This design comes from an exercise in tuning for small area, a short achievable clock period and few clock cycles per item on the open sky130 flow, not from production work. RTL that was checked went through simulation tests only; none was proved equivalent to the original. No activity file was given, so power comes from the tool's default toggle rates.

==> module linear_key_value_table_core, before the edit <==
module linear_key_value_table_core #(
   parameter int DEPTH    = lkv_pkg::DEPTH_DEFAULT,
   parameter int KEY_BITS = lkv_pkg::KEY_BITS_DEFAULT
) (
   input  logic                              clock,
   input  logic                              reset,
   input  logic                              req_valid,
   output logic                              req_ready,
   input  logic [lkv_pkg::REQ_TYPE_W-1:0]    req_type,
   input  logic [lkv_pkg::KEY_W-1:0]         req_key,
   input  logic [lkv_pkg::VALUE_W-1:0]       req_value,
   output logic                              rsp_valid,
   input  logic                              rsp_ready,
   output logic [lkv_pkg::STATUS_W-1:0]      rsp_status,
   output logic [lkv_pkg::VALUE_W-1:0]       rsp_value_out,
   output logic [lkv_pkg::ENTRY_COUNT_W-1:0] rsp_entry_count,
   output logic                              rsp_is_empty
);
   localparam int VW = lkv_pkg::VALUE_W;
   localparam int CW = lkv_pkg::ENTRY_COUNT_W;
   logic                r_v, r_ins, r_rem;
   logic [DEPTH-1:0]    r_m;       
   logic [DEPTH-1:0]    r_slot;    
   logic [DEPTH-1:0]    nf;        
   logic                nf_none;   
   logic [DEPTH-1:0]    tv;
   logic [KEY_BITS-1:0] tk [DEPTH];
   logic [VW-1:0]       tval [DEPTH];
   logic [CW-1:0]       cnt;
   logic                o_v, o_empty;
   logic [1:0]          o_st;
   logic [VW-1:0]       o_val;
   logic                issue, hit, full, ins_ok, rem_ok, o_free, rdy, r_v_in, r_pend;
   logic [DEPTH-1:0]    m, eq_in, slot_in, wr, tv_in, hold_in, nf_in, r_hold, free_a, free_b, low_a;
   logic                take_in;
   logic                nf_none_in;
   logic [1:0]          n_st;
   logic [VW-1:0]       n_val;
   logic [CW-1:0]       cnt_in;
   logic                empty_in;
   assign o_free = !o_v || rsp_ready;
   assign rdy    = !r_v || o_free;
   assign issue  = r_v && o_free;
   assign full   = cnt[CW-1];
   assign r_pend = r_v && r_ins;
   for (genvar i = 0; i < DEPTH; i++) begin : g_cmp
      assign eq_in[i] = (tk[i] == req_key);
      assign m[i]     = r_m[i];
   end
   assign hit    = |m;
   assign ins_ok = issue && r_ins && !hit && !full;
   assign rem_ok = issue && r_rem && hit;
   assign slot_in = nf_none ? ((r_pend ? (r_slot & ~tv) : '0) | (r_rem ? m : '0)) : nf;
   assign wr      = rdy ? (nf | (nf_none ? (((r_pend && hit) ? (r_slot & ~tv) : '0) |
                                               (r_rem ? m : '0)) : '0)) : '0;
   assign r_hold  = r_pend ? r_slot : '0;
   assign take_in = rdy && req_valid && req_type == lkv_pkg::REQ_INSERT;
   assign hold_in = rdy ? (take_in ? slot_in : '0) : r_hold;
   assign free_a  = ~tv & ~r_hold & ~(rdy ? (take_in ? nf : '0) : r_hold);
   assign free_b  = ((issue && r_rem) ? m : '0) | ((issue && r_pend && hit) ? (r_slot & ~tv) : '0);
   always_comb begin
      logic seen;
      seen = 1'b0;
      for (int i = 0; i < DEPTH; i++) begin
         low_a[i] = free_a[i] && !seen;
         seen     = seen || free_a[i];
      end
   end
   assign nf_in      = (|free_a) ? low_a : (free_b & ~hold_in);
   assign nf_none_in = ~|free_a && ~|(free_b & ~hold_in);
   always_comb begin
      n_val = '0;
      for (int i = 0; i < DEPTH; i++) n_val = n_val | ({VW{m[i]}} & tval[i]);
      if (r_ins) n_val = '0;
   end
   always_comb begin
      if (r_ins) n_st = hit ? lkv_pkg::STATUS_MISS : (full ? lkv_pkg::STATUS_FULL : lkv_pkg::STATUS_OK);
      else       n_st = hit ? lkv_pkg::STATUS_OK : lkv_pkg::STATUS_MISS;
   end
   always_comb begin
      cnt_in = cnt;
      if (ins_ok) cnt_in = cnt + 1'b1;
      else if (rem_ok) cnt_in = cnt - 1'b1;
   end
   assign empty_in = (cnt == '0) ? !ins_ok : ((cnt == CW'(1)) && rem_ok);
   for (genvar i = 0; i < DEPTH; i++) begin : g_slot
      always_ff @(posedge clock) begin
         if (wr[i]) begin
            tk[i]   <= req_key;
            tval[i] <= req_value;
         end
      end
      assign tv_in[i] = tv[i] ? !(rem_ok && m[i]) : (ins_ok && r_slot[i]);
      always_ff @(posedge clock) begin
         if (reset) tv[i] <= 1'b0;
         else       tv[i] <= tv_in[i];
      end
   end
   assign r_v_in = rdy ? req_valid : r_v;
   always_ff @(posedge clock) begin
      if (reset) begin
         cnt     <= '0;
         o_empty <= 1'b1;
         r_v     <= 1'b0;
         o_v     <= 1'b0;
         nf      <= DEPTH'(1);
         nf_none <= 1'b0;
      end else begin
         cnt     <= cnt_in;
         o_empty <= empty_in;
         r_v     <= r_v_in;
         o_v     <= o_free ? issue : 1'b1;
         nf      <= nf_in;
         nf_none <= nf_none_in;
      end
   end
   always_ff @(posedge clock) begin
      if (rdy) begin
         r_ins  <= (req_type == lkv_pkg::REQ_INSERT);
         r_rem  <= (req_type == lkv_pkg::REQ_REMOVE);
         r_m    <= eq_in & tv_in;
         r_slot <= slot_in;
      end
      if (o_free) begin
         o_st  <= n_st;
         o_val <= n_val;
      end
   end
   assign req_ready       = rdy;
   assign rsp_valid       = o_v;
   assign rsp_status      = o_st;
   assign rsp_value_out   = o_val;
   assign rsp_entry_count = cnt;
   assign rsp_is_empty    = o_empty;
endmodule
clock: 5.0 ns
lec_check: 0
cap_margin: 20
core_margin: 2
core_utilization: 60
setup_slack_margin: 2.5
slew_margin: 20
standard.sh (not shown) runs the stock make flow with config.mk's settings and CLKGATE_MAP_FILE= SYNTH_SCRIPT=/design/flow/synth_recipe.tcl, a recipe that flattens the netlist after the stock synthesis.
==> flow/flow/run.sh <==
#!/bin/bash
# The standard layout, with plain buffers (not delay cells) on the ports
set -euo pipefail
bash standard.sh BUFFER_PORTS_ARGS="-buffer_cell sky130_fd_sc_hd__buf_4" finish > standard_flow.log 2>&1
Testbench counts at the start, summed over its fixed seeds: cycles 12,016, items 12,000.
Change:
--- a/flow/design.v
+++ b/flow/design.v
@@ -61,8 +61,7 @@
    logic [1:0]          o_st;
    logic [VW-1:0]       o_val;
    logic                issue, hit, full, ins_ok, rem_ok, o_free, rdy, r_v_in, r_pend;
-   logic [DEPTH-1:0]    m, eq_in, slot_in, wr, tv_in, hold_in, nf_in, r_hold, free_a, free_b, low_a;
-   logic                take_in;
+   logic [DEPTH-1:0]    m, eq_in, slot_in, wr, tv_in, hold_in, avail_in, nf_in;
    logic                nf_none_in;
    logic [1:0]          n_st;
    logic [VW-1:0]       n_val;
@@ -83,21 +82,18 @@
    assign slot_in = nf_none ? ((r_pend ? (r_slot & ~tv) : '0) | (r_rem ? m : '0)) : nf;
    assign wr      = rdy ? (nf | (nf_none ? (((r_pend && hit) ? (r_slot & ~tv) : '0) |
                                                (r_rem ? m : '0)) : '0)) : '0;
-   assign r_hold  = r_pend ? r_slot : '0;
-   assign take_in = rdy && req_valid && req_type == lkv_pkg::REQ_INSERT;
-   assign hold_in = rdy ? (take_in ? slot_in : '0) : r_hold;
-   assign free_a  = ~tv & ~r_hold & ~(rdy ? (take_in ? nf : '0) : r_hold);
-   assign free_b  = ((issue && r_rem) ? m : '0) | ((issue && r_pend && hit) ? (r_slot & ~tv) : '0);
+   assign hold_in  = rdy ? ((req_valid && req_type == lkv_pkg::REQ_INSERT) ? slot_in : '0)
+                            : (r_pend ? r_slot : '0);
+   assign avail_in = ~tv_in & ~hold_in;
    always_comb begin
       logic seen;
       seen = 1'b0;
       for (int i = 0; i < DEPTH; i++) begin
-         low_a[i] = free_a[i] && !seen;
-         seen     = seen || free_a[i];
+         nf_in[i] = avail_in[i] && !seen;
+         seen     = seen || avail_in[i];
       end
    end
-   assign nf_in      = (|free_a) ? low_a : (free_b & ~hold_in);
-   assign nf_none_in = ~|free_a && ~|(free_b & ~hold_in);
+   assign nf_none_in = ~|avail_in;
    always_comb begin
       n_val = '0;
       for (int i = 0; i < DEPTH; i++) n_val = n_val | ({VW{m[i]}} & tval[i]);
Result:
- worst hold slack got worse by 0.049 ns
- maximum frequency came out lower by 3.1%
- first-iteration DRC count increases by 49%
- non-clock buffer count went up by 139
- power goes down by 2.5%
No functional check of the RTL was part of the second run of this note.

==> what the ideal ports hide <==
The results above use ideal ports. As a check the final layouts listed here were re-extracted and re-timed, cells and wires unchanged. Step 1 sets driving cells, clkbuf_16 on the clock port and buf_2 on the other inputs (assumed; they add their load-dependent delay and slew). Step 2 adds t to the input delays and takes it off the output delays; t is the mean of the earliest and latest rising clock arrival at the registers after step 1. Input paths then give back, and output paths get back, about the clock's delay inside the block. Slacks: no drivers / after step 1 / after step 2; pairs: no drivers / after step 1.
| run | t (ns) | setup slack, ns | worst setup path at the end | clock arrival spread, ns |
|---|---|---|---|---|
| the first run | 0.735 | 2.310 / 2.269 / 1.862 | input to register | 0.032 / 0.032 |
| the second run | 0.754 | 2.225 / 2.225 / 1.731 | input to register | 0.038 / 0.038 |
After both steps setup and hold are still met in every run listed. For the second run, which loses most, drivers alone change the setup slack by 0.000 ns; drivers and shift together by -0.494 ns.
